This design comes from an exercise in tuning for small area, a short achievable clock period and few clock cycles per item on the open sky130 flow, not from production work. Where RTL was checked, it was by simulation tests only, not by an equivalence proof against the original. Only the layout flow was run in runs 2 and 3; the RTL was not checked for function there.

==> flow/design.v, too long to show whole: its modules and the start of the top module <==
// module stage_reg: 72 lines
// module pipe_control: 31 lines
// module bk_add: 38 lines
// module mul_csa: 1154 lines
// module div_unit: 118 lines
// module hilo_regs: 24 lines
// module muldiv_top: 151 lines
module muldiv_top (
    input  logic                   clk,
    input  logic                   arst_n_i,
    input  logic                   op_valid_i,
    input  muldiv_pkg::muldiv_op_e op_i,
    input  muldiv_pkg::word_t      opnd_a_i,
    input  muldiv_pkg::word_t      opnd_b_i,
    output logic                   stall_o,
    output logic                   rd_valid_o,
    output muldiv_pkg::word_t      rd_data_o,
    output muldiv_pkg::word_t      hi_o,
    output muldiv_pkg::word_t      lo_o
);
  // ...
==> flow/flow/run.sh <==
#!/bin/bash
# The standard layout, with the smallest buffer on the ports. Synthesis is
# the standard one, unchanged.
set -euo pipefail
bash standard.sh synth > synth.log 2>&1
bash standard.sh "BUFFER_PORTS_ARGS=-buffer_cell sky130_fd_sc_hd__buf_1" finish > layout.log 2>&1
==> flow/standard.sh <==
#!/bin/bash
# synth_recipe.tcl (not shown) runs the flow's synth.tcl, then flattens the netlist and writes it again
# the make line also repeats each setting of config.mk as NAME=value (left out here)
make -C /OpenROAD-flow-scripts/flow DESIGN_CONFIG=/design/flow/config.mk WORK_HOME=/design/flow/orfs CLKGATE_MAP_FILE= SYNTH_SCRIPT=/design/flow/synth_recipe.tcl "${@:-finish}"
==> flow/config.mk <==
export PLATFORM = sky130hd
export DESIGN_NAME = muldiv_top
export DESIGN_NICKNAME = muldiv_top
export VERILOG_FILES = /design/flow/design.v
export SDC_FILE = /design/flow/constraint.sdc
export NUM_CORES = 4
export LEC_CHECK = 0
export ABC_AREA = 1
export CAP_MARGIN = 20
export CORE_MARGIN = 2
export CORE_UTILIZATION = 40
export SETUP_SLACK_MARGIN = 5
export SLEW_MARGIN = 20
==> flow/constraint.sdc <==
create_clock -name core_clock -period 10.0 [get_ports {clk}]
set_input_delay 2.0000 -clock core_clock [delete_from_list [all_inputs] [get_ports {clk}]]
set_output_delay 2.0000 -clock core_clock [all_outputs]
set_load 0.01 [all_outputs]
==> metrics.md, run 1 <==
| Metric | Value |
|---|---|
| Status | finished clean |
| Seq/Total Area, Yosys | 22.1% |
| Cells after synthesis | ~5300 |
| Post_cts resized | 50 |
| Critical path required time | roughly 10 ns |
| Antenna violations before repair | 12 |
| Tcrit/Tclk final | 48.5% |
| # setup viols final | 0 |
| WHS | roughly 0.47 ns |
| Mux cell area share after synthesis | 0.289% |
| Data arrival, critical path | 5.19 ns |
| Crit path max-delay cell type | o41ai_1 |
| Top post-synthesis cells by area | fa_1, dfxtp_1, xor2_1, ha_1, nand2_1 |
| Post-layout instance count excluding filler cells | roughly 6800 |
| Final hold violations | 0 |
| Vias per std cell | 5.75 |
| Die ar. | 106000 µm² |
| Share of cells above drive strength 1 | 6.35% |
| Placed instance area | about 43000 µm² |
| First-pass GRT wire length | 240000 µm |
| DRC Markers | 0 |
| WHS Endpoint | u_div.quo_q[13] |
| Non-clk bufs | around 280 |
| Post-synth top cells | nand2_1, inv_1, xor2_1 |
Testbench counts, summed over its fixed seeds: cycles 6,958, items 4,800.
==> module div_unit, before the edit <==
module div_unit (
    input  logic              clk,
    input  logic              arst_n_i,
    input  logic              start_i,       
    input  logic              a_neg_i,       
    input  logic              b_neg_i,
    input  muldiv_pkg::word_t a_i,
    input  muldiv_pkg::word_t b_i,
    output logic              quick_o,       
    output logic              busy_o,        
    output logic              done_o,        
    output logic              early_o,       
    output muldiv_pkg::word_t early_hi_o,    
    output muldiv_pkg::word_t early_lo_o,
    output muldiv_pkg::word_t hi_o,          
    output muldiv_pkg::word_t lo_o           
);
    function automatic logic [5:0] lzc32(input logic [31:0] x);
        lzc32 = 6'd32;
        for (int i = 0; i < 32; i++) begin
            if (x[i]) lzc32 = 6'(31 - i);
        end
    endfunction
    logic              a_neg;
    logic              b_neg;
    logic [31:0]       a_mag;
    logic [31:0]       b_mag;
    logic [5:0]        za;
    logic [5:0]        zb;
    logic [4:0]        n;
    logic [4:0]        sh;
    logic              b_zero;
    logic [31:0]       rem_q;
    logic [32:0]       dvs_q;
    logic [31:0]       quo_q;
    logic [3:0]        cnt_q;
    logic              neg_q_q;
    logic              neg_r_q;
    logic              busy_q;
    logic [33:0]       e1;
    logic [33:0]       e2;
    logic [33:0]       e3;
    logic [33:0]       t_x;
    logic [33:0]       t_y;
    logic [33:0]       t_z;
    logic [33:0]       t_s;
    logic [33:0]       t_c;
    logic              q1;
    logic              q2;
    logic [31:0]       rem2;
    logic              last;
    assign a_neg  = a_neg_i;
    assign b_neg  = b_neg_i;
    assign a_mag  = a_i;
    assign b_mag  = b_i;
    assign za     = lzc32(a_mag);
    assign zb     = lzc32(b_mag);
    assign b_zero = (b_i == '0);
    assign quick_o = b_zero | (zb < za);
    assign n      = 5'(zb - za);
    assign sh     = n | 5'd1;
    assign e1  = {2'b00, rem_q} - {1'b0, dvs_q};
    assign e2  = {2'b00, rem_q} - {2'b00, dvs_q[32:1]};
    assign t_x = {2'b00, rem_q};
    assign t_y = ~{1'b0, dvs_q};
    assign t_z = ~{2'b00, dvs_q[32:1]};
    assign t_s = t_x ^ t_y ^ t_z;
    assign t_c = (t_x & t_y) | (t_x & t_z) | (t_y & t_z);
    assign e3  = t_s - ~{t_c[32:0], 1'b1};
    assign q1  = ~e1[33];
    assign q2  = q1 ? ~e3[33] : ~e2[33];
    assign rem2 = q1 ? (q2 ? e3[31:0] : e1[31:0]) : (q2 ? e2[31:0] : rem_q);
    assign last       = busy_q && (cnt_q == '0);
    assign early_o    = last && !neg_q_q && !neg_r_q;
    assign busy_o     = busy_q && !early_o;
    assign early_hi_o = rem2;
    assign early_lo_o = {quo_q[29:0], q1, q2};
    always_ff @(posedge clk or negedge arst_n_i) begin
        if (!arst_n_i) begin
            busy_q <= 1'b0;
            done_o <= 1'b0;
        end else begin
            done_o <= last && !early_o;
            if (busy_o) begin
                busy_q <= !last;
            end else begin
                busy_q <= start_i;
            end
        end
    end
    always_ff @(posedge clk) begin
        if (busy_o) begin
            rem_q <= rem2;
            dvs_q <= dvs_q >> 2;
            quo_q <= {quo_q[29:0], q1, q2};
            cnt_q <= cnt_q - 1'b1;
        end else begin
            rem_q   <= a_mag;
            dvs_q   <= {1'b0, b_mag} << sh;
            quo_q   <= {32{b_zero}};
            cnt_q   <= 4'(n >> 1);
            neg_q_q <= (a_neg ^ b_neg) & ~b_zero;
            neg_r_q <= a_neg;
        end
    end
    bk_add #(.W(32)) u_fix_r (
        .a_i  (rem_q ^ {32{neg_r_q}}),
        .b_i  ('0),
        .ci_i (neg_r_q),
        .s_o  (hi_o)
    );
    bk_add #(.W(32)) u_fix_q (
        .a_i  (quo_q ^ {32{neg_q_q}}),
        .b_i  ('0),
        .ci_i (neg_q_q),
        .s_o  (lo_o)
    );
endmodule
==> module muldiv_top, before the edit <==
module muldiv_top (
    input  logic                   clk,
    input  logic                   arst_n_i,
    input  logic                   op_valid_i,
    input  muldiv_pkg::muldiv_op_e op_i,
    input  muldiv_pkg::word_t      opnd_a_i,
    input  muldiv_pkg::word_t      opnd_b_i,
    output logic                   stall_o,
    output logic                   rd_valid_o,
    output muldiv_pkg::word_t      rd_data_o,
    output muldiv_pkg::word_t      hi_o,
    output muldiv_pkg::word_t      lo_o
);
    muldiv_pkg::dec_t   ir_dec;
    logic [32:0]        ir_a;
    logic [50:0]        ir_b;
    logic               ir_a_neg;
    logic               ir_b_neg;
    logic [63:0]        csa_s;
    logic [63:0]        csa_c;
    logic [63:0]        p1_s;
    logic [63:0]        p1_c;
    logic [63:0]        prod;
    logic               div_quick;
    logic               stall;
    logic               hi_pend;
    logic               ir_lng_d;
    logic               pass_hi;
    logic               pass_fb;
    logic [8:0]         dg_one;
    logic [8:0]         dg_two;
    logic [8:0]         dg_neg;
    logic               div_busy;
    logic               div_done;
    logic               div_early;
    muldiv_pkg::word_t  div_early_hi;
    muldiv_pkg::word_t  div_early_lo;
    muldiv_pkg::word_t  div_hi;
    muldiv_pkg::word_t  div_lo;
    logic               c_mul;
    logic               c_mthi;
    logic               c_mtlo;
    logic               c_div;
    logic               c_rdhi;
    logic               c_rdlo;
    logic               we_hi;
    logic               we_lo;
    muldiv_pkg::word_t  hi_d;
    muldiv_pkg::word_t  lo_d;
    muldiv_pkg::word_t  hi_q;
    muldiv_pkg::word_t  lo_q;
    assign pass_hi = hi_pend;
    assign pass_fb = ir_dec.lng && !hi_pend;
    assign stall   = div_busy || hi_pend;
    assign stall_o = stall;
    always_ff @(posedge clk or negedge arst_n_i) begin
        if (!arst_n_i) begin
            hi_pend <= 1'b0;
        end else if (!stall) begin
            hi_pend <= ir_lng_d;
        end else if (!div_busy) begin
            hi_pend <= 1'b0;
        end
    end
    stage_reg u_issue (
        .clk      (clk),
        .arst_n_i (arst_n_i),
        .hold_i   (stall),
        .valid_i  (op_valid_i),
        .op_i     (op_i),
        .a_i      (opnd_a_i),
        .b_i      (opnd_b_i),
        .dec_o    (ir_dec),
        .a_o      (ir_a),
        .b_o      (ir_b),
        .a_neg_o  (ir_a_neg),
        .b_neg_o  (ir_b_neg),
        .lng_d_o  (ir_lng_d)
    );
    assign dg_one = pass_hi ? {1'b0, ir_b[16:9]}  : ir_b[8:0];
    assign dg_two = pass_hi ? {1'b0, ir_b[33:26]} : ir_b[25:17];
    assign dg_neg = pass_hi ? {1'b0, ir_b[50:43]} : ir_b[42:34];
    mul_csa u_mul (
        .a_i     (ir_a),
        .one_i   (dg_one),
        .two_i   (dg_two),
        .neg_i   (dg_neg),
        .fbs_i   (pass_fb ? p1_s[45:0] : 46'd0),
        .fbc_i   (pass_fb ? p1_c[45:0] : 46'd0),
        .sum_o   (csa_s),
        .carry_o (csa_c)
    );
    always_ff @(posedge clk) begin
        p1_s <= csa_s;
        p1_c <= csa_c;
    end
    div_unit u_div (
        .clk      (clk),
        .arst_n_i (arst_n_i),
        .start_i  (ir_dec.div && !div_quick),
        .a_neg_i  (ir_a_neg),
        .b_neg_i  (ir_b_neg),
        .a_i      (ir_a[31:0]),
        .b_i      (ir_b[31:0]),
        .quick_o  (div_quick),
        .busy_o   (div_busy),
        .done_o     (div_done),
        .early_o    (div_early),
        .early_hi_o (div_early_hi),
        .early_lo_o (div_early_lo),
        .hi_o     (div_hi),
        .lo_o     (div_lo)
    );
    pipe_control u_ctrl (
        .clk         (clk),
        .arst_n_i    (arst_n_i),
        .stall_i     (stall),
        .dec_i       (ir_dec),
        .div_quick_i (div_quick),
        .c_mul_o     (c_mul),
        .c_mthi_o    (c_mthi),
        .c_mtlo_o    (c_mtlo),
        .c_div_o     (c_div),
        .c_rdhi_o    (c_rdhi),
        .c_rdlo_o    (c_rdlo)
    );
    bk_add #(.W(64)) u_prod (
        .a_i  (p1_s),
        .b_i  (p1_c),
        .ci_i (1'b0),
        .s_o  (prod)
    );
    assign we_hi = c_mul | c_mthi | c_div | div_done | div_early;
    assign we_lo = c_mul | c_mtlo | c_div | div_done | div_early;
    assign hi_d  = c_mul ? prod[63:32] : (div_early ? div_early_hi : div_hi);
    assign lo_d  = c_mul ? prod[31:0] : (div_early ? div_early_lo : (c_mtlo ? div_hi : div_lo));
    hilo_regs u_hilo (
        .clk      (clk),
        .arst_n_i (arst_n_i),
        .we_hi_i  (we_hi),
        .we_lo_i  (we_lo),
        .hi_i     (hi_d),
        .lo_i     (lo_d),
        .hi_o     (hi_q),
        .lo_o     (lo_q)
    );
    assign rd_valid_o = c_rdhi | c_rdlo;
    assign rd_data_o  = c_rdhi ? hi_q : lo_q;
    assign hi_o       = hi_q;
    assign lo_o       = lo_q;
endmodule
==> run 2: changes to the inputs <==
--- a/flow/design.v
+++ b/flow/design.v
@@ -1333,2 +1333,3 @@
     output logic              busy_o,        
+    output logic              busy_d_o,      
     output logic              done_o,        
@@ -1374,2 +1375,6 @@
     logic              last;
+    logic              busy_q_d;
+    logic [3:0]        cnt_d;
+    logic              neg_q_d;
+    logic              neg_r_d;
     assign a_neg  = a_neg_i;
@@ -1400,2 +1405,7 @@
     assign early_lo_o = {quo_q[29:0], q1, q2};
+    assign busy_q_d = busy_o ? !last : start_i;
+    assign cnt_d    = busy_o ? cnt_q - 1'b1 : 4'(n >> 1);
+    assign neg_q_d  = busy_o ? neg_q_q : ((a_neg ^ b_neg) & ~b_zero);
+    assign neg_r_d  = busy_o ? neg_r_q : a_neg;
+    assign busy_d_o = busy_q_d && !((cnt_d == '0) && !neg_q_d && !neg_r_d);
     always_ff @(posedge clk or negedge arst_n_i) begin
@@ -1493,2 +1503,4 @@
     logic               hi_pend;
+    logic               hi_pend_d;
+    logic               div_busy_d;
     logic               ir_lng_d;
@@ -1520,4 +1532,4 @@
     assign pass_fb = ir_dec.lng && !hi_pend;
-    assign stall   = div_busy || hi_pend;
     assign stall_o = stall;
+    assign hi_pend_d = !stall ? ir_lng_d : (div_busy && hi_pend);
     always_ff @(posedge clk or negedge arst_n_i) begin
@@ -1525,6 +1537,6 @@
             hi_pend <= 1'b0;
-        end else if (!stall) begin
-            hi_pend <= ir_lng_d;
-        end else if (!div_busy) begin
-            hi_pend <= 1'b0;
+            stall   <= 1'b0;
+        end else begin
+            hi_pend <= hi_pend_d;
+            stall   <= div_busy_d || hi_pend_d;
         end
@@ -1573,2 +1585,3 @@
         .busy_o   (div_busy),
+        .busy_d_o (div_busy_d),
         .done_o     (div_done),
==> metrics.md, run 2 <==
| Metric | Value |
|---|---|
| Worst setup margin | between 5 and 6 ns |
| Share of cells above drive strength 1 | 6.40% (+0.047 points) |
| Drt initial violations | 4413 |
| Count leader, synth | nand2_1 |
| Via Count | approximately 40000 |
| Post-Layout Inst Area | 45900 µm² |
| Clock Skew | 0.0385 ns |
| Final HPWL DP | 117000 µm |
| H-tree depth | 2 |
| Synth top area share | 16.2% |
| Synth area leader | fa_1 |
| Hold WC Path Type | flop to flop |
| Commonest non-fill, non-tap cell in the layout | nand2_1 |
| FMAX | 0.204 GHz |
| Vias in the first global route | 37760 |
| Status | finished clean |
| Worst Setup Path Type | flop to flop |
| Max_cap viols | 0 |
| Largest register FFs | between 60 and 70 |
| CTS Buffer Depth | 3 |
| Gr ovfl total | 0 |
| Worst skew pair latency | 0.62 ns |
| Cell Area, Synth | 42100 µm² |
| NumNets Final | 6117 |
| Worst-path cell chain | clkinvlp_4, or2_2, o21ai_2, buf_4, clkinv_4, xor2_1, fa_1, fa_1, fa_1, inv_1, fa_1, inv_1, fa_1 |
| Fin. max-slew vios | 0 |
| Critical path required time | 10.49 ns (+0.15 ns) |
| Routed wire length per instance | 23.0 µm |
| Most frequent CP cell | fa_1 |
| Seq/Total Area, Yosys | 21.8% (-0.28 points) |
| Commonest non-fill, non-tap cells in the layout | nand2_1, inv_1, xor2_1 |
| First-pass GRT wire length | 235000 µm (-1.9%) |
| Regs by FF count | p1_s x64, p1_c x63, u_issue.b_o x50 |
| TNS Setup | 0 ns |
| Top_reg_cell synth | dfxtp_1 |
| Final ANT Viol Nets | 0 |
| CP max stage delay | between 0.6 and 0.7 ns |
| TritonCTS Sinks | about 400 |
| Number of synthesized flops with an enable pin | 85 |
| # fillers | 10663 |
| Die X | about 330 µm |
| Syn_nets | slightly above 6000 |
| Post-layout instance count excluding filler cells | 6867 (+1.2%) |
| Vias per std cell | 5.68 (-1.2%) |
| Placed instance area | 43800 µm² (+0.82%) |
| Top post-synthesis cells by area | fa_1, dfxtp_1, xor2_1, ha_1, nand2_1 |
| # setup viols final | 0 (unchanged) |
| Cell count after placement | 6758 |
| Synth warn | 11 |
| Final wirelength | 158000 µm |
| Slew margin rel. | ~27% |
| Row cnt | 118 |
| Most flops, register | p1_s |
| Initial Util | 40.5% |
| Worst-Margin Slew | about 1.1 ns |
| Final hold violations | 0 (unchanged) |
| Crit path max-delay cell type | dfrtp_4 |
| CTS Buf Count | 48 |
| Post-synth top cells | nand2_1, inv_1, xor2_1 |
| Root Driver | clkbuf_16 |
| Placer Congestion | 0.950 |
| Post-cts hold buffer count | 0 |
| Port bufs | ~170 |
| Clock-pin slew on the worst setup and hold paths | 0.07 ns |
| Worst Setup End Kind | flop |
| Top Ports | 169 |
| Die ar. | 108000 µm² (+1.3%) |
| Worst Setup Start Kind | flop |
| Largest net degree at the start of global routing | 75 |
| Tcrit/Tclk final | 49.0% (+0.49 points) |
| Core footprint | 104000 µm² |
| #FFs+latches synth | 396 |
| RSZ-0062 raised after global routing | true |
| WP buf/inv | 5 |
| Reg2reg setup slack | 5.10 ns |
| CTS tree | yes |
| Synthesized area per cell | 7.74 µm² |
| Cell variety after synth | 80 |
| Fin crit period | 4.90 ns |
| All-layer global routing usage | between 20 and 30% |
| Ys async rst share | 20.5% |
| Die Y-Extent | about 330 µm |
| Critical path's top delay family | adder cells |
| Cells after synthesis | 5432 (+2.1%) |
| Crit Path Max Fanout | 23 |
| Setup Slack @ Placement | roughly 4.0 ns |
| DR pass1 iterations | 8 |
| Data arrival, critical path | 5.40 ns (+0.21 ns) |
| DRC Markers | 0 (unchanged) |
| Antenna violations before repair | 12 (unchanged) |
| Area Overhead vs Synth | 9.09% |
[run 2: changes by cell type after synthesis, sizes merged, moves of 8 or more]
cell / delta
o22ai: -23
nand2: +89
inv: +13
clkinv: +8
xnor2: -10
nor3: -11
nand3: +34
a31oi: +16
a21oi: +55
mux2i: -9
o211ai: +15
a22oi: -16
or2: -14
[run 2: metrics by stage]
stage	hold WS [ns]	utilization (%)
5_1_grt	0.503	44.1
3_3_place_gp	0.460	42.1
6_report	0.469	44.2
4_1_cts	0.462	43.8
2_1_floorplan	0.442	-
3_5_place_dp	0.466	42.1
[run 2: cells by family after synthesis]
group / after synthesis / synth area share, %
AO/OA/AOI/OAI: 1296 / 17.9
XOR/XNOR: 499 / 10.5
flip-flops: 396 / 21.8
multiplexers: 4 / 0.107
adder cells (fa/ha/maj): 601 / 23.9
buffers and inverters: 1068 / 10.1
AND/OR/NAND/NOR: 1568 / 15.7
[run 2: routing by layer]
layer	global-route usage [%]	vias up	wire, µm
li1	-	17931	-
met2	44.2	1996	68700
met3	5.91	437	15200
met1	38.3	18636	65000
met5	2.13	-	383
met4	13.6	16	8390
[run 2: layout make-up]
class / count / area [µm²] / share of cell area, %
Tap cell: 1380 / 1730 / 3.76
Timing Repair inverter: 1 / 5.00 / 0.0109
Inverter: 775 / 2990 / 6.51
Clock buffer: 65 / 1370 / 2.98
Clock inverter: 25 / 289 / 0.630
Sequential cell: 396 / 9200 / 20.0
Timing Repair Buffer: 255 / 1400 / 3.05
Multi-Input combinational cell: 3968 / 28900 / 63.0
Antenna cell: 2 / 5.00 / 0.0109
[run 2: what timing repair did]
action                                  4_1_cts  5_1_grt
gates resized for setup                      23       71
pin swaps                                     0        4
endpoints found under the setup margin      151      140
cloned                                        0        2
buffers inserted                              3       12
[run 2: path summary, 6_finish.rpt]
check,startpoint,end,cells past startpoint
max in group asynchronous,arst_n_i,u_hilo.hi_o[3],2
min,u_issue.dec_o[6],u_ctrl.c_mul_o,2
min in group asynchronous,arst_n_i,u_hilo.hi_o[9],1
max,hi_pend,p1_s[34],13
min reg2reg,u_issue.dec_o[6],u_ctrl.c_mul_o,2
max reg2reg,hi_pend,p1_s[34],13
[run 2: worst min-delay path, cell delays in order (launching register included)]
cell     delay, ns
dfrtp_1       0.32
inv_1         0.05
nor2_1        0.07
==> run 3: changes to the inputs <==
--- a/flow/config.mk
+++ b/flow/config.mk
@@ -11,2 +11,3 @@
 export CORE_UTILIZATION = 40
+export PLACE_DENSITY = 0.8
 export SETUP_SLACK_MARGIN = 5
==> metrics.md, run 3 <==
| Metric | Value |
|---|---|
| Placed instance area | 43700 µm² (-0.13%) |
| Max layer used | met5 |
| Synth area leader | fa_1 |
| Routed length on met2 | 67200 µm (-2.2%) |
| Worst hold path stage count | 2 (unchanged) |
| Most flops, register | p1_s |
| Slew margin rel. | 12.0% (-15 points) |
| Number of synthesized flops with an enable pin | 85 (unchanged) |
| Worst-Margin Slew | 1.31 ns (+0.227 ns) |
| Row cnt | 118 (unchanged) |
| Reg2reg start | hi_pend |
| Commonest non-fill, non-tap cell in the layout | nand2_1 |
| Cell Area, Synth | 42100 µm² (unchanged) |
| Worst Setup End Kind | flop |
| Vias in the first global route | 38795 (+2.7%) |
| Seq/Total Area, Yosys | 21.8% (unchanged) |
| WP buf/inv | 5 (unchanged) |
| Final HPWL DP | 117000 µm (-0.71%) |
| Status | finished clean |
| Clock Skew | 0.0331 ns (-0.00533 ns) |
| Crit Path Max Fanout | 24 (+4.3%) |
| Root Driver | clkbuf_16 |
| TNS Setup | 0 ns (unchanged) |
| Die X | 328 µm (unchanged) |
| Synthesized area per cell | 7.74 µm² (unchanged) |
| Reg2reg path depth | 13 (unchanged) |
| Antenna violations before repair | 17 (+5) |
| Max_cap viols | 0 (unchanged) |
| CTS Buf Count | 48 (unchanged) |
| NumNets Final | 6122 (+0.082%) |
| #FFs+latches synth | 396 (unchanged) |
| Worst Setup Path Type | flop to flop |
| Post-synth top cells | nand2_1, inv_1, xor2_1 |
| TritonCTS Sinks | 396 (unchanged) |
| First-pass GRT wire length | 235000 µm (about the same) |
| DRC Markers | 0 (unchanged) |
| Critical path's top delay family | adder cells |
| WHS | 0.487 ns (+0.0181 ns) |
| Worst Setup Start Kind | flop |
| Gr ovfl total | 0 (unchanged) |
| Commonest non-fill, non-tap cells in the layout | nand2_1, inv_1, xor2_1 |
| Data arrival, critical path | 5.36 ns (-0.04 ns) |
| Critical path required time | 10.50 ns (about the same) |
| Vias per std cell | 5.89 (+3.7%) |
| Regs by FF count | p1_s x64, p1_c x63, u_issue.b_o x50 |
| Core footprint | 104000 µm² (unchanged) |
| Routed wire length per instance | 23.0 µm (about the same) |
| Port bufs | 168 (unchanged) |
| Final hold violations | 0 (unchanged) |
| Cells after synthesis | 5432 (unchanged) |
| Worst skew pair latency | 0.64 ns (+0.02 ns) |
| Drt initial violations | 5388 (+22%) |
| Share of cells above drive strength 1 | 6.52% (+0.12 points) |
| Final wirelength | 158000 µm (+0.22%) |
| Via Count | 40520 (+3.9%) |
| Clock-pin slew on the worst setup and hold paths | 0.06 ns (about the same) |
| Post-layout instance count excluding filler cells | 6878 (+0.16%) |
| Largest net degree at the start of global routing | 95 (+27%) |
| # setup viols final | 0 (unchanged) |
| All-layer global routing usage | 28.5% (-0.20 points) |
| HP Start | u_div.quo_q[5] |
| Initial Util | 40.5% (unchanged) |
| WHS Endpoint | u_div.quo_q[7] |
| Top post-synthesis cells by area | fa_1, dfxtp_1, xor2_1, ha_1, nand2_1 |
| Area Overhead vs Synth | 9.26% |
| Reg2reg setup slack | 5.13 ns (+0.03 ns) |
| Final ANT Viol Nets | 0 (unchanged) |
| Top Ports | 169 (unchanged) |
| Hold WC Path Type | flop to flop |
| Die ar. | 108000 µm² (unchanged) |
| Top_reg_cell synth | dfxtp_1 |
| Synth top area share | 16.2% (unchanged) |
| Tcrit/Tclk final | 48.7% (-0.34 points) |
| Cell variety after synth | 80 (unchanged) |
| Count leader, synth | nand2_1 |
| CP max stage delay | 0.55 ns (-0.06 ns) |
| Wl on met1 | 57700 µm (-11%) |
| Largest register FFs | 64 (unchanged) |
| FMAX | 0.205 GHz (+0.71%) |
| Fin. max-slew vios | 0 (unchanged) |
| Crit path max-delay cell type | fa_1 |
| Most frequent CP cell | fa_1 |
| Worst-path cell chain | clkinvlp_4, or2_2, o21ai_1, buf_4, inv_2, xor2_1, ha_1, inv_1, fa_1, fa_1, fa_1, inv_1, fa_1 |
| Syn_nets | 6104 (unchanged) |
| Synth warn | 11 (unchanged) |
| Die Y-Extent | 328 µm (unchanged) |
| Post-Layout Inst Area | 46000 µm² (+0.16%) |
| Worst R2R End | p1_s[33] |
| H-tree depth | 2 (unchanged) |
| Placer Congestion | 1.05 (+11%) |
| CTS tree | yes |
| DR pass1 iterations | 9 (+1) |
| Fin crit period | 4.87 ns (-0.0344 ns) |
| Cell count after placement | 6750 (-0.12%) |
| RSZ-0062 raised after global routing | false |
| Metal3 WL | 19100 µm (+26%) |
| CTS Buffer Depth | 3 (unchanged) |
| Ys async rst share | 20.5% (unchanged) |
-- run 3: cell counts after synthesis --
Identical to the previous run, type by type.
-- run 3: cell families after synthesis --
family,after synthesis,share of synthesized area [%]
and+or+nand+nor,1568,15.7
xor gates and xnor gates,499,10.5
AOI/OAI and AO/OA,1296,17.9
adders and majority gates,601,23.9
muxes,4,0.107
buffers and inverters,1068,10.1
DFF,396,21.8
-- run 3: through the flow --
step	utilization, %	worst slack, ns
6_report	44.2	5.13
5_1_grt	44.2	4.83
4_1_cts	43.8	5.00
3_5_place_dp	42.1	3.95
3_3_place_gp	42.1	3.95
2_1_floorplan	-	5.38
-- run 3: timing repair --
item / 4_1_cts / 5_1_grt
resized for setup: 30 / 78
pin swaps: 0 / 4
gates cloned: 1 / 3
endpoints found under the setup margin: 170 / 128
hold buffers: 0 / 0
setup buffers: 4 / 22
-- run 3: worst max path at each step --
stage | startpoint | to | slack [ns] | cells past startpoint
3_5_place_dp | hi_pend | p1_s[34] | 3.95 | 13
2_1_floorplan | hi_pend | p1_s[19] | 5.38 | 14
4_1_cts | u_issue.a_o[1] | u_div.dvs_q[18] | 5.00 | 41
5_1_grt | u_issue.a_o[2] | u_div.dvs_q[15] | 4.83 | 38
6_report | hi_pend | p1_s[33] | 5.13 | 13
3_3_place_gp | u_issue.a_o[3] | u_div.dvs_q[17] | 3.95 | 39
-- run 3: area by class of cell --
cell class                      count  area (µm²)
Timing Repair Buffer              259        1450
Multi-Input combinational cell   3968       29000
Timing Repair inverter              2        10.0
Antenna cell                        8        20.0
Clock inverter                     18         195
Tap cell                         1380        1730
Sequential cell                   396        9200
Clock buffer                       72        1410
Inverter                          775        2990
Fill cell                       10164       58000
-- run 3: tightest hold or removal path: stages (launching register included) --
cell,delay (ns)
dfxtp_1,0.32
nand2_1,0.06
nand2_1,0.05
-- run 3: per-layer routing --
metal | up-vias | global-route usage, %
met4 | 18 | 19.7
met3 | 762 | 7.83
met2 | 2693 | 43.0
li1 | 17940 | -
met5 | - | 1.33
met1 | 19107 | 35.1
==> run 4: changes to the inputs <==
--- a/flow/design.v
+++ b/flow/design.v
@@ -1333,3 +1333,2 @@
     output logic              busy_o,        
-    output logic              busy_d_o,      
     output logic              done_o,        
@@ -1357,3 +1356,3 @@
     logic [31:0]       rem_q;
-    logic [32:0]       dvs_q;
+    logic [32:0]       dvs_n_q;       
     logic [31:0]       quo_q;
@@ -1375,6 +1374,2 @@
     logic              last;
-    logic              busy_q_d;
-    logic [3:0]        cnt_d;
-    logic              neg_q_d;
-    logic              neg_r_d;
     assign a_neg  = a_neg_i;
@@ -1389,7 +1384,7 @@
     assign sh     = n | 5'd1;
-    assign e1  = {2'b00, rem_q} - {1'b0, dvs_q};
-    assign e2  = {2'b00, rem_q} - {2'b00, dvs_q[32:1]};
+    assign e1  = {2'b00, rem_q} - ~{1'b1, dvs_n_q};
+    assign e2  = {2'b00, rem_q} - ~{2'b11, dvs_n_q[32:1]};
     assign t_x = {2'b00, rem_q};
-    assign t_y = ~{1'b0, dvs_q};
-    assign t_z = ~{2'b00, dvs_q[32:1]};
+    assign t_y = {1'b1, dvs_n_q};
+    assign t_z = {2'b11, dvs_n_q[32:1]};
     assign t_s = t_x ^ t_y ^ t_z;
@@ -1405,7 +1400,2 @@
     assign early_lo_o = {quo_q[29:0], q1, q2};
-    assign busy_q_d = busy_o ? !last : start_i;
-    assign cnt_d    = busy_o ? cnt_q - 1'b1 : 4'(n >> 1);
-    assign neg_q_d  = busy_o ? neg_q_q : ((a_neg ^ b_neg) & ~b_zero);
-    assign neg_r_d  = busy_o ? neg_r_q : a_neg;
-    assign busy_d_o = busy_q_d && !((cnt_d == '0) && !neg_q_d && !neg_r_d);
     always_ff @(posedge clk or negedge arst_n_i) begin
@@ -1426,3 +1416,3 @@
             rem_q <= rem2;
-            dvs_q <= dvs_q >> 2;
+            dvs_n_q <= {2'b11, dvs_n_q[32:2]};
             quo_q <= {quo_q[29:0], q1, q2};
@@ -1431,3 +1421,3 @@
             rem_q   <= a_mag;
-            dvs_q   <= {1'b0, b_mag} << sh;
+            dvs_n_q <= ~({1'b0, b_mag} << sh);
             quo_q   <= {32{b_zero}};
@@ -1503,4 +1493,2 @@
     logic               hi_pend;
-    logic               hi_pend_d;
-    logic               div_busy_d;
     logic               ir_lng_d;
@@ -1532,4 +1520,4 @@
     assign pass_fb = ir_dec.lng && !hi_pend;
+    assign stall   = div_busy || hi_pend;
     assign stall_o = stall;
-    assign hi_pend_d = !stall ? ir_lng_d : (div_busy && hi_pend);
     always_ff @(posedge clk or negedge arst_n_i) begin
@@ -1537,6 +1525,6 @@
             hi_pend <= 1'b0;
-            stall   <= 1'b0;
-        end else begin
-            hi_pend <= hi_pend_d;
-            stall   <= div_busy_d || hi_pend_d;
+        end else if (!stall) begin
+            hi_pend <= ir_lng_d;
+        end else if (!div_busy) begin
+            hi_pend <= 1'b0;
         end
@@ -1585,3 +1573,2 @@
         .busy_o   (div_busy),
-        .busy_d_o (div_busy_d),
         .done_o     (div_done),
--- a/flow/config.mk
+++ b/flow/config.mk
@@ -11,3 +11,4 @@
 export CORE_UTILIZATION = 40
-export PLACE_DENSITY = 0.8
+export CTS_BUF_LIST = sky130_fd_sc_hd__clkbuf_8
+export CTS_CLUSTER_SIZE = 30
 export SETUP_SLACK_MARGIN = 5
==> metrics.md, run 4 <==
| Metric | Value |
|---|---|
| TritonCTS Sinks | 395 (-0.25%) |
| Commonest non-fill, non-tap cells in the layout | nand2_1, inv_1, xor2_1 |
| Synthesized area per cell | 7.78 µm² (+0.42%) |
| Cell count after placement | 6640 (-1.6%) |
| CTS Buf Count | 74 (+54%) |
| Worst Setup Start Kind | flop |
| Post-Layout Inst Area | 45700 µm² (-0.49%) |
| Area Overhead vs Synth | 10.6% |
| All-layer global routing usage | 29.4% (+0.98 points) |
| FMAX | 0.202 GHz (-1.4%) |
| HP Start | u_div.quo_q[5] |
| Crit Path Max Fanout | 27 (+13%) |
| Simple-gate share of the synthesized area | 15.4% (-0.33 points) |
| Reg2reg start | hi_pend |
| Largest family of logic cells by synthesized area | adder cells |
| Drt initial violations | 3927 (-27%) |
| Compound-Gate Fraction of Synth Area | 17.9% (about the same) |
| Worst R2R End | p1_s[17] |
| #FFs+latches synth | 395 (-0.25%) |
| Via Count | 38997 (-3.8%) |
| Tcrit/Tclk final | 49.4% (+0.71 points) |
| Row cnt | 117 (-0.85%) |
| Initial Util | 40.5% (about the same) |
| Ys async rst share | 20.3% (-0.20 points) |
| Most flops, register | p1_s |
| Top_reg_cell synth | dfxtp_1 |
| Cells after synthesis | 5319 (-2.1%) |
| First-pass GRT wire length | 238000 µm (+1.3%) |
| Die X | 326 µm (-0.83%) |
| Synth top area share | 16.5% (+0.28 points) |
| Die ar. | 106000 µm² (-1.7%) |
| Vias in the first global route | 37763 (-2.7%) |
| Data arrival, critical path | 2.94 ns (-2.42 ns) |
| Syn_nets | 5989 (-1.9%) |
| Placed instance area | 43300 µm² (-1.0%) |
| Port bufs | 168 (unchanged) |
| Routed wire length per instance | 23.5 µm (+2.3%) |
| Cell Area, Synth | 41400 µm² (-1.7%) |
| Final ANT Viol Nets | 0 (unchanged) |
| Root Driver | clkbuf_8 |
| Fin crit period | 4.94 ns (+0.0709 ns) |
| WHS Endpoint | u_div.quo_q[7] |
| Antenna violations before repair | 7 (-10) |
| Die Y-Extent | 326 µm (-0.83%) |
| # fillers | 10397 (+2.3%) |
| Worst-Margin Slew | 1.11 ns (-0.207 ns) |
| Reg2reg setup slack | 5.14 ns (about the same) |
| Synth area leader | fa_1 |
| Gr ovfl total | 0 (unchanged) |
| Synth warn | 11 (unchanged) |
| Share of cells above drive strength 1 | 7.27% (+0.75 points) |
| Worst hold path stage count | 2 (unchanged) |
| H-tree depth | 3 (+1) |
| Worst Setup End Kind | primary output |
| Top post-synthesis cells by area | fa_1, dfxtp_1, xor2_1, ha_1, nand2_1 |
| DR pass1 iterations | 8 (-1) |
| Worst skew pair latency | 0.73 ns (+0.09 ns) |
| Post-cts hold buffer count | 0 (unchanged) |
| Seq/Total Area, Yosys | 22.2% (+0.36 points) |
| Cell variety after synth | 78 (-2.5%) |
| DRC Markers | 0 (unchanged) |
| Hold WC Path Type | flop to flop |
| Top Ports | 169 (unchanged) |
| Mux cell area share after synthesis | 0.290% (+0.18 points) |
| Vias per std cell | 5.72 (-3.0%) |
| Clock-pin slew on the worst setup and hold paths | 0.07 ns (about the same) |
| Fin. max-slew vios | 0 (unchanged) |
| RSZ-0062 raised after global routing | false |
| Final hold violations | 0 (unchanged) |
| Largest net degree at the start of global routing | 88 (-7.4%) |
| Multi-input gate area | 28600 µm² (-1.3%) |
| Slew margin rel. | 25.4% (+13 points) |
| Final wirelength | 160000 µm (+1.5%) |
| Register area | 9190 µm² (-0.11%) |
| Status | finished clean |
| Largest register FFs | 64 (unchanged) |
| Regs by FF count | p1_s x64, p1_c x63, u_issue.b_o x50 |
| Count leader, synth | nand2_1 |
| Reg2reg path depth | 13 (unchanged) |
| Clock Skew | 0.0619 ns (+0.0288 ns) |
| Number of synthesized flops with an enable pin | 87 (+2.4%) |
| Final HPWL DP | 117000 µm (+0.12%) |
| CTS tree | yes |
| Critical path required time | 8.00 ns (-2.50 ns) |
| Commonest non-fill, non-tap cell in the layout | nand2_1 |
| Post-layout instance count excluding filler cells | 6822 (-0.81%) |
| Worst Setup Path Type | flop to primary output |
| # setup viols final | 0 (unchanged) |
| Synth Area in XOR/XNOR | 10.6% (+0.11 points) |
| Post-synth top cells | nand2_1, inv_1, o21ai_0 |
| NumNets Final | 6059 (-1.0%) |
| Core footprint | 102000 µm² (-1.7%) |
| TNS Setup | 0 ns (unchanged) |
| Max_cap viols | 0 (unchanged) |
| Adder-cell share of the synthesized area | 24.3% (+0.35 points) |
| Placer Congestion | 0.955 (-9.2%) |
| CTS Buffer Depth | 3 (unchanged) |
==> run 4: cell types whose count changed after synthesis, moves of 13 or more <==
cell	change
nand3_1	-44
or2_2	+20
o22ai_1	+27
o21ai_0	+55
nor2_1	-22
inv_1	-37
a21oi_1	-38
o21ai_1	-32
clkbuf_1	+13
==> run 4: what timing repair did <==
action                     4_1_cts  5_1_grt
pin swaps                        4        7
gates resized for setup         44       57
buffers inserted                10       22
gates cloned                     4        5
setup endpoints to repair      174      147
==> run 4: final cells by class <==
type,count,area share [%]
timing repair buffer,282,3.66
tap,1368,3.74
timing repair inverter,6,0.0657
multi-input combinational,3904,62.5
clock buffer,86,2.59
sequential,395,20.1
antenna,5,0.0274
inverter,726,6.11
clock inverter,50,1.19
==> run 4: metal layers <==
| metal | global-route usage, % | vias to the layer above | routed length, µm |
|---|---|---|---|
| met3 | 6.60 | 465 | 16100 |
| li1 | - | 17771 | - |
| met5 | 0 | - | 15 |
| met2 | 46.2 | 2067 | 71400 |
| met1 | 38.8 | 18692 | 65100 |
| met4 | 13.0 | 2 | 7700 |
==> run 4: worst max-delay path by stage <==
| stage | start | to | slack [ns] | depth (start not counted) |
|---|---|---|---|---|
| after global placement | u_issue.a_o[1] | u_div.dvs_n_q[14] | 3.96 | 43 |
| final | u_div.cnt_q[0] | stall_o | 5.06 | 14 |
| after CTS | u_div.cnt_q[0] | stall_o | 4.90 | 14 |
| after global routing | u_div.cnt_q[0] | stall_o | 4.99 | 14 |
| after floorplan | u_div.neg_r_q | stall_o | 5.29 | 10 |
| after detailed placement | hi_pend | p1_s[34] | 3.92 | 13 |
==> run 4: stage by stage <==
stage | utilization, % | hold slack [ns] | worst slack [ns]
2_1_floorplan | - | 0.449 | 5.29
3_3_place_gp | 42.4 | 0.466 | 3.96
3_5_place_dp | 42.4 | 0.468 | 3.92
4_1_cts | 44.3 | 0.445 | 4.90
5_1_grt | 44.8 | 0.464 | 4.99
6_report | 44.8 | 0.448 | 5.06
==> run 4: cells by family after synthesis <==
logic type,count (synthesis)
xor gates and xnor gates,497
and+or+nand+nor,1512
DFF,395
muxes,12
adders and majority gates,599
buffers and inverters,1020
AOI/OAI and AO/OA,1284
==> run 4: worst max-delay path, cell delays in order (launching register included) <==
cell and delay [ns]:
dfxtp_1 0.33, inv_1 0.08, ha_1 0.15, nand2_1 0.05, nor3_1 0.13, inv_1 0.11
nor3_4 0.31, inv_2 0.08, buf_12 0.18, nand2_2 0.10, inv_4 0.08, buf_16 0.15
nor2_4 0.12, clkinvlp_4 0.19, buf_6 0.20
Testbench counts of run 4, summed over its fixed seeds: cycles 6,958, items 4,800.
==> run 5: changes to the inputs <==
==> flow/flow/run.sh (replaced) <==
#!/bin/bash
# The standard layout with the smallest buffer on the ports, and timing repair
# aimed a little below the 5 ns that config.mk's SETUP_SLACK_MARGIN reaches.
# Synthesis is the standard one, unchanged.
set -euo pipefail
bash standard.sh synth > synth.log 2>&1
bash standard.sh "BUFFER_PORTS_ARGS=-buffer_cell sky130_fd_sc_hd__buf_1" SETUP_SLACK_MARGIN=5.15 finish > layout.log 2>&1
--- a/flow/config.mk
+++ b/flow/config.mk
@@ -11,5 +11,2 @@
 export CORE_UTILIZATION = 40
-export CTS_BUF_LIST = sky130_fd_sc_hd__clkbuf_8
-export CTS_CLUSTER_SIZE = 30
-export SETUP_SLACK_MARGIN = 5
 export SLEW_MARGIN = 20
==> metrics.md, run 5 <==
| Metric | Value |
|---|---|
| Via Count | 38700 (-0.76%) |
| Fin crit period | 4.75 ns (-0.184 ns) |
| Status | finished clean |
| Commonest non-fill, non-tap cell in the layout | nand2_1 |
| Cell count after placement | 6640 (unchanged) |
| Reg2reg start | hi_pend |
| All-layer global routing usage | 29.4% (-0.044 points) |
| CP max stage delay | 0.33 ns (about the same) |
| Multi-input gate area | 28700 µm² (+0.43%) |
| Placer Congestion | 0.955 (unchanged) |
| Worst skew pair latency | 0.60 ns (-0.13 ns) |
| Crit Path Max Fanout | 27 (unchanged) |
| Reg2reg setup slack | 5.27 ns (+0.13 ns) |
| Worst Setup End Kind | primary output |
| NumNets Final | 6042 (-0.28%) |
| Share of cells above drive strength 1 | 7.24% (-0.023 points) |
| #FFs+latches synth | 395 (unchanged) |
| Port bufs | 168 (unchanged) |
| Area Overhead vs Synth | 10.7% |
| Crit path max-delay cell type | dfxtp_1 |
| CTS Buffer Depth | 3 (unchanged) |
| Hold WC Path Type | flop to flop |
| DR pass1 iterations | 8 (unchanged) |
| Synth area leader | fa_1 |
| Drt initial violations | 4154 (+5.8%) |
| Syn_nets | 5989 (unchanged) |
| Synth warn | 11 (unchanged) |
| Commonest non-fill, non-tap cells in the layout | nand2_1, inv_1, xor2_1 |
| Top Ports | 169 (unchanged) |
| Worst-path cell chain | inv_1, ha_1, nand2_1, nor3_2, inv_2, nor3_4, clkinv_2, buf_12, nand2_2, inv_2, buf_12, nor2_4, inv_2, buf_4 |
| Cell variety after synth | 78 (unchanged) |
| Routed wire length per instance | 23.6 µm (+0.36%) |
| FMAX | 0.210 GHz (+3.9%) |
| Synthesized area per cell | 7.78 µm² (unchanged) |
| Largest net degree at the start of global routing | 88 (unchanged) |
| Row cnt | 117 (unchanged) |
| Worst-Margin Slew | 1.11 ns (+0.00362 ns) |
| Max_cap viols | 0 (unchanged) |
| CTS tree | yes |
| Regs by FF count | p1_s x64, p1_c x63, u_issue.b_o x50 |
| Final HPWL DP | 117000 µm (unchanged) |
| HP Start | u_div.quo_q[12] |
| # fillers | 10350 (-0.45%) |
| Cells after synthesis | 5319 (unchanged) |
| CTS Buf Count | 47 (-36%) |
| Most flops, register | p1_s |
| Critical path's top delay family | buffers and inverters |
| Tcrit/Tclk final | 47.5% (-1.8 points) |
| Antenna violations before repair | 7 (unchanged) |
| WHS Endpoint | u_div.quo_q[14] |
| Initial Util | 40.5% (unchanged) |
| First-pass GRT wire length | 238000 µm (+0.12%) |
| Die Y-Extent | 326 µm (unchanged) |
| Critical path required time | 8.00 ns (about the same) |
| Most frequent CP cell | inv_2 |
| Data arrival, critical path | 2.75 ns (-0.19 ns) |
| Ys async rst share | 20.3% (unchanged) |
| Worst R2R End | p1_s[25] |
| TritonCTS Sinks | 395 (unchanged) |
| Top_reg_cell synth | dfxtp_1 |
| Fin. max-slew vios | 0 (unchanged) |
| Core footprint | 102000 µm² (unchanged) |
| Util after Layout | 44.8% (+0.066 points) |
| RSZ-0062 raised after global routing | true |
| Vias in the first global route | 37622 (-0.37%) |
| Count leader, synth | nand2_1 |
| Worst hold path stage count | 2 (unchanged) |
| Gr ovfl total | 0 (unchanged) |
| Clock Skew | 0.0171 ns (-0.0448 ns) |
| Root Driver | clkbuf_16 |
| Reg2reg path depth | 11 (-2) |
| Worst Setup Path Type | flop to primary output |
| Worst Setup Start Kind | flop |
| Post-layout instance count excluding filler cells | 6780 (-0.62%) |
| Slew margin rel. | 26.1% (+0.69 points) |
| Synth top area share | 16.5% (unchanged) |
| Clock-pin slew on the worst setup and hold paths | 0.06 ns (about the same) |
| Vias per std cell | 5.71 (-0.15%) |
| TNS Setup | 0 ns (unchanged) |
| Final ANT Viol Nets | 0 (unchanged) |
| Largest register FFs | 64 (unchanged) |
| # setup viols final | 0 (unchanged) |
| WP buf/inv | 8 (unchanged) |
| Number of synthesized flops with an enable pin | 87 (unchanged) |
| Cell Area, Synth | 41400 µm² (unchanged) |
| Final hold violations | 0 (unchanged) |
| DRC Markers | 0 (unchanged) |
| Register area | 9200 µm² (+0.11%) |
| Seq/Total Area, Yosys | 22.2% (unchanged) |
| Die X | 326 µm (unchanged) |
| Cell count along the critical path | 14 (unchanged) |
| Die ar. | 106000 µm² (unchanged) |
| H-tree depth | 2 (-1) |
| WHS | 0.476 ns (+0.0279 ns) |
| Post-synth top cells | nand2_1, inv_1, o21ai_0 |
| Top post-synthesis cells by area | fa_1, dfxtp_1, xor2_1, ha_1, nand2_1 |
| Final wirelength | 160000 µm (-0.26%) |
run 5: cell counts after synthesis:
No cell type changed its count.
run 5: worst register-to-register path, cell delays in order, from the launching register on:
cell        delay, ns
dfrtp_4          0.54
clkinvlp_4       0.23
or2_2            0.35
o21ai_4          0.07
buf_6            0.42
xor2_1           0.25
fa_1             0.48
fa_1             0.62
fa_1             0.46
fa_1             0.54
inv_1            0.05
fa_1             0.56
run 5: layer usage:
layer | GRT usage, % | wire, µm | vias to the layer above | part of all wire, %
li1 | - | - | 17716 | -
met3 | 6.36 | 16000 | 441 | 10
met2 | 46.6 | 71400 | 2031 | 45
met4 | 12.0 | 7610 | 10 | 4.8
met5 | 0 | 66 | - | 0.041
met1 | 38.8 | 64800 | 18502 | 41
run 5: timing repair:
item                       4_1_cts  5_1_grt
hold buffers                     0        0
pin swaps                        3       10
setup endpoints to repair      195      196
setup buffers                   10       31
resized for setup               65       96
cloned                           7        3
run 5: cell families after synthesis:
kind of cell | share of synthesized area (%)
adders and majority gates | 24.3
and+or+nand+nor | 15.4
xor gates and xnor gates | 10.6
buffers and inverters | 9.39
AOI/OAI and AO/OA | 17.9
DFF | 22.2
muxes | 0.290
run 5: layout make-up:
cell class | count | share of cell area (%)
multi-input combinational | 3904 | 62.7
inverter | 726 | 6.16
clock buffer | 58 | 2.72
antenna | 1 | 0.00546
sequential | 395 | 20.1
tap | 1368 | 3.74
timing repair buffer | 291 | 3.84
clock inverter | 30 | 0.677
timing repair inverter | 7 | 0.0765
run 5: metrics by stage:
stage                     setup WS (ns)  instance area, µm²
final                              5.25               45800
after global routing               5.04               45800
after CTS                          5.12               45200
after detailed placement           3.92               43300
after global placement             3.96               43300
after floorplan                    5.29               41400
run 5: worst max path at each step:
stage                   start                 to  slack [ns]
2_1_floorplan   u_div.neg_r_q            stall_o        5.29
3_3_place_gp   u_issue.a_o[1]  u_div.dvs_n_q[14]        3.96
3_5_place_dp          hi_pend           p1_s[34]        3.92
4_1_cts               hi_pend           p1_s[34]        5.12
5_1_grt        u_issue.a_o[1]  u_div.dvs_n_q[12]        5.04
6_report       u_div.cnt_q[0]            stall_o        5.25
==> run 6: changes to the inputs <==
--- a/flow/flow/run.sh
+++ b/flow/flow/run.sh
@@ -6,2 +6,2 @@
 bash standard.sh synth > synth.log 2>&1
-bash standard.sh "BUFFER_PORTS_ARGS=-buffer_cell sky130_fd_sc_hd__buf_1" SETUP_SLACK_MARGIN=5.15 finish > layout.log 2>&1
+bash standard.sh "BUFFER_PORTS_ARGS=-buffer_cell sky130_fd_sc_hd__buf_1" SETUP_SLACK_MARGIN=5.45 finish > layout.log 2>&1
==> metrics.md, run 6 <==
| Metric | Value |
|---|---|
| Status | finished clean |
| Tcrit/Tclk final | 45.3% (-2.3 points) |
| Cells after synthesis | 5319 (unchanged) |
| Die X | 326 µm (unchanged) |
| Row cnt | 117 (unchanged) |
| Port bufs | 168 (unchanged) |
| Reg2reg path depth | 32 (+21) |
| Worst Setup Path Type | flop to flop |
| Synth warn | 11 (unchanged) |
| Cell variety after synth | 78 (unchanged) |
| Gr ovfl total | 0 (unchanged) |
| Vias per std cell | 5.78 (+1.2%) |
| Area Overhead vs Synth | 14.6% |
| Final hold violations | 0 (unchanged) |
| Post-Layout Inst Area | 47400 µm² (+3.5%) |
| Clock-pin slew on the worst setup and hold paths | 0.06 ns (about the same) |
| Share of cells above drive strength 1 | 11.0% (+3.7 points) |
| Fin crit period | 4.53 ns (-0.228 ns) |
| Post-synth top cells | nand2_1, inv_1, o21ai_0 |
| #FFs+latches synth | 395 (unchanged) |
| Top_reg_cell synth | dfxtp_1 |
| Placer Congestion | 0.966 (+1.2%) |
| Top post-synthesis cells by area | fa_1, dfxtp_1, xor2_1, ha_1, nand2_1 |
| Largest register FFs | 64 (unchanged) |
| DRC Markers | 0 (unchanged) |
| Max_cap viols | 0 (unchanged) |
| Ys async rst share | 20.3% (unchanged) |
| Placed instance area | 43300 µm² (about the same) |
| Slew margin rel. | 26.5% (+0.40 points) |
| Routed wire length per instance | 24.1 µm (+2.4%) |
| WHS Endpoint | u_div.cnt_q[0] |
| Critical path required time | 10.50 ns (+2.50 ns) |
| Top Ports | 169 (unchanged) |
| Met1 Track Usage GR | 39.2% (+0.40 points) |
| Vias in the first global route | 37686 (+0.17%) |
| Met3 Usage GRT | 6.57% (+0.21 points) |
| Worst-Margin Slew | 1.10 ns (-0.00597 ns) |
| Count leader, synth | nand2_1 |
| Reg2reg setup slack | 5.47 ns (+0.20 ns) |
| Worst skew pair latency | 0.62 ns (+0.02 ns) |
| Global route hottest layer | met2 |
| Largest net degree at the start of global routing | 83 (-5.7%) |
| Hold WC Path Type | flop to flop |
| Util after Layout | 46.4% (+1.6 points) |
| Via Count | 39555 (+2.2%) |
| CTS Buf Count | 48 (+2.1%) |
| Final ANT Viol Nets | 0 (unchanged) |
| Crit Path Max Fanout | 10 (-63%) |
| Met2 Resource Use GR | 47.4% (+0.72 points) |
| Drt initial violations | 4038 (-2.8%) |
| H-tree depth | 2 (unchanged) |
| Worst Setup End Kind | flop |
| First-pass GRT wire length | 242000 µm (+1.4%) |
| Most frequent CP cell | nand2_1 |
| Core footprint | 102000 µm² (unchanged) |
| Synthesized area per cell | 7.78 µm² (unchanged) |
| CP max stage delay | 0.88 ns (+0.55 ns) |
| TritonCTS Sinks | 395 (unchanged) |
| RSZ-0062 raised after global routing | true |
| Seq/Total Area, Yosys | 22.2% (unchanged) |
| Worst R2R End | u_div.dvs_n_q[13] |
| Synth top area share | 16.5% (unchanged) |
| Fin. max-slew vios | 0 (unchanged) |
| Antenna violations before repair | 11 (+4) |
| Die ar. | 106000 µm² (unchanged) |
| Cell Area, Synth | 41400 µm² (unchanged) |
| TNS Setup | 0 ns (unchanged) |
| Commonest non-fill, non-tap cells in the layout | nand2_1, inv_1, xor2_1 |
| Root Driver | clkbuf_16 |
| Post-cts hold buffer count | 0 (unchanged) |
| Regs by FF count | p1_s x64, p1_c x63, u_issue.b_o x50 |
| Final wirelength | 165000 µm (+3.4%) |
| Crit path max-delay cell type | fa_4 |
| Final HPWL DP | 117000 µm (+0.53%) |
| Worst hold path stage count | 1 (-1) |
| FMAX | 0.221 GHz (+5.0%) |
| Number of synthesized flops with an enable pin | 87 (unchanged) |
| Most flops, register | p1_s |
| HP Start | u_div.cnt_q[0] |
| All-layer global routing usage | 30.0% (+0.59 points) |
| DR pass1 iterations | 6 (-2) |
| NumNets Final | 6112 (+1.2%) |
| Commonest non-fill, non-tap cell in the layout | nand2_1 |
| Data arrival, critical path | 5.03 ns (+2.28 ns) |
| Syn_nets | 5989 (unchanged) |
| Synth area leader | fa_1 |
| Reg2reg start | u_issue.a_o[12] |
| CTS Buffer Depth | 3 (unchanged) |
| Initial Util | 40.5% (unchanged) |
| # setup viols final | 0 (unchanged) |
| Clock Skew | 0.0257 ns (+0.00858 ns) |
| Die Y-Extent | 326 µm (unchanged) |
| CTS tree | yes |
| Worst Setup Start Kind | flop |
[run 6: cell count changes in the layout (fill, tap and decap cells not counted), moves of 14 or more]
cell     previous run  this run
o21ai_0           376       341
buf_4             105       136
o21ai_2            34        58
inv_1             683       665
nand2_1           841       824
nand3_1           161       145
nand3_2             0        15
a21oi_1           317       303
a21oi_2             4        18
[run 6: cell families (layout without fill, tap and decap cells)]
group | after synthesis | in the layout | share of synthesized area, %
AO/OA/AOI/OAI | 1284 | 1284 | 17.9
buffers and inverters | 1020 | 1180 | 9.39
multiplexers | 12 | 12 | 0.290
other | 0 | 1 | 0
XOR/XNOR | 497 | 497 | 10.6
adder cells (fa/ha/maj) | 599 | 599 | 24.3
flip-flops | 395 | 395 | 22.2
AND/OR/NAND/NOR | 1512 | 1513 | 15.4
[run 6: worst max-delay path by stage]
stage,endpoint,start,cells past startpoint,slack [ns]
CTS,u_hilo.hi_o[30],p1_s[2],25,5.45
finish,u_div.dvs_n_q[13],u_issue.a_o[12],32,5.47
global route,u_div.dvs_n_q[14],u_issue.a_o[1],43,5.17
detailed placement,u_issue.b_o[26],op_i[0],17,3.95
floorplan,stall_o,u_div.neg_r_q,10,5.41
global placement,u_issue.b_o[26],op_i[0],17,3.95
[run 6: worst max-delay path, delay by kind of cell (launching register included)]
kind                     cells  cell delay [ns]
flip-flops                   1             0.58
adder cells (fa/ha/maj)      1             0.88
AND/OR/NAND/NOR             24             1.74
buffers and inverters        4             0.76
AO/OA/AOI/OAI                3             0.45
[run 6: metrics by stage]
stage	std cells	hold WS, ns	worst slack [ns]
2_1_floorplan	5319	0.449	5.41
3_3_place_gp	6640	0.460	3.95
3_5_place_dp	6640	0.458	3.95
4_1_cts	6773	0.461	5.45
5_1_grt	6848	0.471	5.17
6_report	6849	0.456	5.47
[run 6: cell type report]
cell class                      count  area, µm²
Tap cell                         1368       1710
Timing Repair Buffer              356       2610
Multi-Input combinational cell   3905      29400
Clock inverter                     20        150
Sequential cell                   395       9200
Clock buffer                       68       1450
Fill cell                       10247      54800
Inverter                          726       2840
Timing Repair inverter             10       61.3
Antenna cell                        1       2.50
[run 6: timing repair]
item,CTS,global route
endpoints found under the setup margin,244,199
gates resized for setup,124,300
setup buffers,33,65
cloned,12,10
pin swaps,15,74
[run 6: routing by layer]
layer | up-vias | part of all wire [%]
met5 | - | 0.031
met4 | 8 | 5.3
met2 | 2172 | 45
met3 | 517 | 10
met1 | 18967 | 40
li1 | 17891 | -
==> run 7: changes to the inputs <==
--- a/flow/flow/run.sh
+++ b/flow/flow/run.sh
@@ -6,2 +6,2 @@
 bash standard.sh synth > synth.log 2>&1
-bash standard.sh "BUFFER_PORTS_ARGS=-buffer_cell sky130_fd_sc_hd__buf_1" SETUP_SLACK_MARGIN=5.45 finish > layout.log 2>&1
+bash standard.sh "BUFFER_PORTS_ARGS=-buffer_cell sky130_fd_sc_hd__buf_1" SETUP_SLACK_MARGIN=5.3 finish > layout.log 2>&1
==> metrics.md, run 7 <==
| Metric | Value |
|---|---|
| Number of synthesized flops with an enable pin | 87 (unchanged) |
| Row cnt | 117 (unchanged) |
| CTS tree | yes |
| WHS | 0.471 ns (+0.0153 ns) |
| Clock Skew | 0.0273 ns (+0.00163 ns) |
| Port bufs | 168 (unchanged) |
| CP max stage delay | 0.37 ns (-0.51 ns) |
| Hold WC Path Type | flop to flop |
| Cells after synthesis | 5319 (unchanged) |
| Count leader, synth | nand2_1 |
| Area Overhead vs Synth | 11.9% |
| Largest net degree at the start of global routing | 88 (+6.0%) |
| All-layer global routing usage | 29.6% (-0.43 points) |
| # setup viols final | 0 (unchanged) |
| H-tree depth | 2 (unchanged) |
| Root Driver | clkbuf_16 |
| Ys async rst share | 20.3% (unchanged) |
| FMAX | 0.215 GHz (-2.8%) |
| Top post-synthesis cells by area | fa_1, dfxtp_1, xor2_1, ha_1, nand2_1 |
| Crit Path Max Fanout | 34 (+24) |
| Data arrival, critical path | 2.66 ns (-2.37 ns) |
| Final hold violations | 0 (unchanged) |
| Register area | 9200 µm² (about the same) |
| Antenna violations before repair | 10 (-1) |
| Die X | 326 µm (unchanged) |
| #FFs+latches synth | 395 (unchanged) |
| Regs by FF count | p1_s x64, p1_c x63, u_issue.b_o x50 |
| Vias per std cell | 5.74 (-0.65%) |
| Synth warn | 11 (unchanged) |
| First-pass GRT wire length | 239000 µm (-1.2%) |
| Syn_nets | 5989 (unchanged) |
| Clock-pin slew on the worst setup and hold paths | 0.06 ns (about the same) |
| TNS Setup | 0 ns (unchanged) |
| Gr ovfl total | 0 (unchanged) |
| Critical path's top delay family | buffers and inverters |
| Share of cells above drive strength 1 | 8.15% (-2.8 points) |
| Vias in the first global route | 37818 (+0.35%) |
| Commonest non-fill, non-tap cells in the layout | nand2_1, inv_1, xor2_1 |
| # fillers | 10311 (+0.62%) |
| Fin. max-slew vios | 0 (unchanged) |
| Worst-Margin Slew | 1.10 ns (+0.0000490 ns) |
| Multi-input gate area | 29000 µm² (-1.4%) |
| Most frequent CP cell | buf_12 |
| Most flops, register | p1_s |
| Synth top area share | 16.5% (unchanged) |
| DRC Markers | 0 (unchanged) |
| Cell variety after synth | 78 (unchanged) |
| Die ar. | 106000 µm² (unchanged) |
| Synthesized area per cell | 7.78 µm² (unchanged) |
| Seq/Total Area, Yosys | 22.2% (unchanged) |
| Worst skew pair latency | 0.62 ns (about the same) |
| DR pass1 iterations | 6 (unchanged) |
| Final HPWL DP | 116000 µm (-0.82%) |
| Tcrit/Tclk final | 46.6% (+1.3 points) |
| Worst Setup End Kind | primary output |
| Top_reg_cell synth | dfxtp_1 |
| Drt initial violations | 3849 (-4.7%) |
| RSZ-0062 raised after global routing | true |
| Worst Setup Path Type | flop to primary output |
| Core footprint | 102000 µm² (unchanged) |
| Max_cap viols | 0 (unchanged) |
| Top Ports | 169 (unchanged) |
| Initial Util | 40.5% (unchanged) |
| Post-cts hold buffer count | 0 (unchanged) |
| Die Y-Extent | 326 µm (unchanged) |
| Worst Setup Start Kind | flop |
| CTS Buf Count | 48 (unchanged) |
| CTS Buffer Depth | 3 (unchanged) |
| NumNets Final | 6054 (-0.95%) |
| Placer Congestion | 0.958 (-0.86%) |
| Fin crit period | 4.66 ns (+0.131 ns) |
| Slew margin rel. | 25.5% (-0.94 points) |
| Commonest non-fill, non-tap cell in the layout | nand2_1 |
| WP buf/inv | 7 (+3) |
| Final wirelength | 161000 µm (-2.6%) |
| Status | finished clean |
| TritonCTS Sinks | 395 (unchanged) |
| Final ANT Viol Nets | 0 (unchanged) |
| Routed wire length per instance | 23.7 µm (-1.8%) |
| Worst-path cell chain | buf_4, nor3_4, clkinv_2, buf_12, nand2_8, buf_12, inv_4, nor2_4, clkinvlp_4, buf_6 |
| Cell Area, Synth | 41400 µm² (unchanged) |
| Post-synth top cells | nand2_1, inv_1, o21ai_0 |
| Largest register FFs | 64 (unchanged) |
| Via Count | 38989 (-1.4%) |
| Crit path max-delay cell type | edfxtp_1 |
| Critical path required time | 8.00 ns (-2.50 ns) |
| Synth area leader | fa_1 |
| Placed instance area | 43300 µm² (about the same) |
| Post-Layout Inst Area | 46300 µm² (-2.4%) |
## run 7: cell counts after synthesis
No cell type changed its count.
## run 7: final timing paths
kind	from	end	slack, ns	cells past startpoint
max reg2reg	hi_pend	p1_s[25]	5.36	11
max	u_div.neg_q_q	stall_o	5.34	10
min reg2reg	u_div.cnt_q[0]	u_div.cnt_q[0]	0.47	1
min	u_div.cnt_q[0]	u_div.cnt_q[0]	0.47	1
max in group asynchronous	arst_n_i	hi_pend	7.43	2
min in group asynchronous	arst_n_i	u_hilo.lo_o[31]	1.41	1
## run 7: final cells by class
cell class                 count  area share (%)
antenna                        3          0.0162
clock buffer                  70            2.88
clock inverter                20           0.506
inverter                     726            6.10
multi-input combinational   3904            62.6
sequential                   395            19.9
tap                         1368            3.70
timing repair buffer         304            4.31
timing repair inverter         5          0.0541
## run 7: cells by family after synthesis
kind of cell	synth area share, %
XOR/XNOR	10.6
flip-flops	22.2
AND/OR/NAND/NOR	15.4
multiplexers	0.290
AO/OA/AOI/OAI	17.9
adder cells (fa/ha/maj)	24.3
buffers and inverters	9.39
## run 7: routing by layer
layer,GRT usage (%),up-vias,wire length (µm)
met5,0,-,71
met4,14.9,10,9030
met3,6.25,469,15400
met2,45.8,2096,70600
met1,39.0,18661,66100
li1,-,17753,-
## run 7: what timing repair did
item	in CTS	in global routing
gates cloned	8	3
setup endpoints to repair	213	141
resized for setup	91	149
setup buffers	16	35
pin swaps	6	28
## run 7: worst reg2reg max path, cell delays in order (launching register included)
cell and delay, ns:
dfrtp_4 0.52, buf_4 0.21, o21ai_2 0.16, buf_4 0.49, o22ai_1 0.22, xor2_1 0.19, fa_1 0.51, fa_1 0.61
fa_1 0.45, fa_1 0.55, inv_1 0.05, fa_1 0.54
## run 7: per-stage QoR
step,setup slack [ns],instances,util [%]
3_5_place_dp,3.89,6638,42.4
4_1_cts,5.16,6752,44.5
3_3_place_gp,3.97,6637,42.3
2_1_floorplan,5.36,5319,-
5_1_grt,5.16,6793,45.3
6_report,5.34,6795,45.3

==> port drivers added, routing unchanged <==
How much do the figures lean on ideal ports? The routed layouts below were timed once more, with nothing changed but the port constraints. Step 1 (the two cells are an assumption about what drives the block):
set clk [get_ports {clk}]
set_driving_cell -lib_cell sky130_fd_sc_hd__clkbuf_16 $clk
set_driving_cell -lib_cell sky130_fd_sc_hd__buf_2 [delete_from_list [all_inputs] $clk]
Step 2 also shifts input and output timing later by t, the mid clock arrival at the registers, as if the neighbouring blocks saw the same clock. Slacks: ideal ports / drivers / drivers and shift; pairs: ideal ports / drivers.
run | t, ns | setup slack, ns | worst data-port slew with drivers (ns)
run 1 | 0.681 | 5.147 / 5.124 / 4.516 | 0.12
run 2 | 0.673 | 5.098 / 5.098 / 4.593 | 0.07
run 3 | 0.690 | 5.132 / 5.132 / 4.674 | 0.15
run 4 | 0.769 | 5.061 / 4.989 / 4.420 | 0.09
run 5 | 0.665 | 5.246 / 5.177 / 4.755 | 0.09
run 6 | 0.676 | 5.474 / 5.474 / 4.939 | 0.16
run 7 | 0.669 | 5.342 / 5.274 / 4.842 | 0.18
After both steps setup and hold are still met in every run listed. For run 4, which loses most, drivers alone change the setup slack by -0.072 ns; drivers and shift together by -0.641 ns.
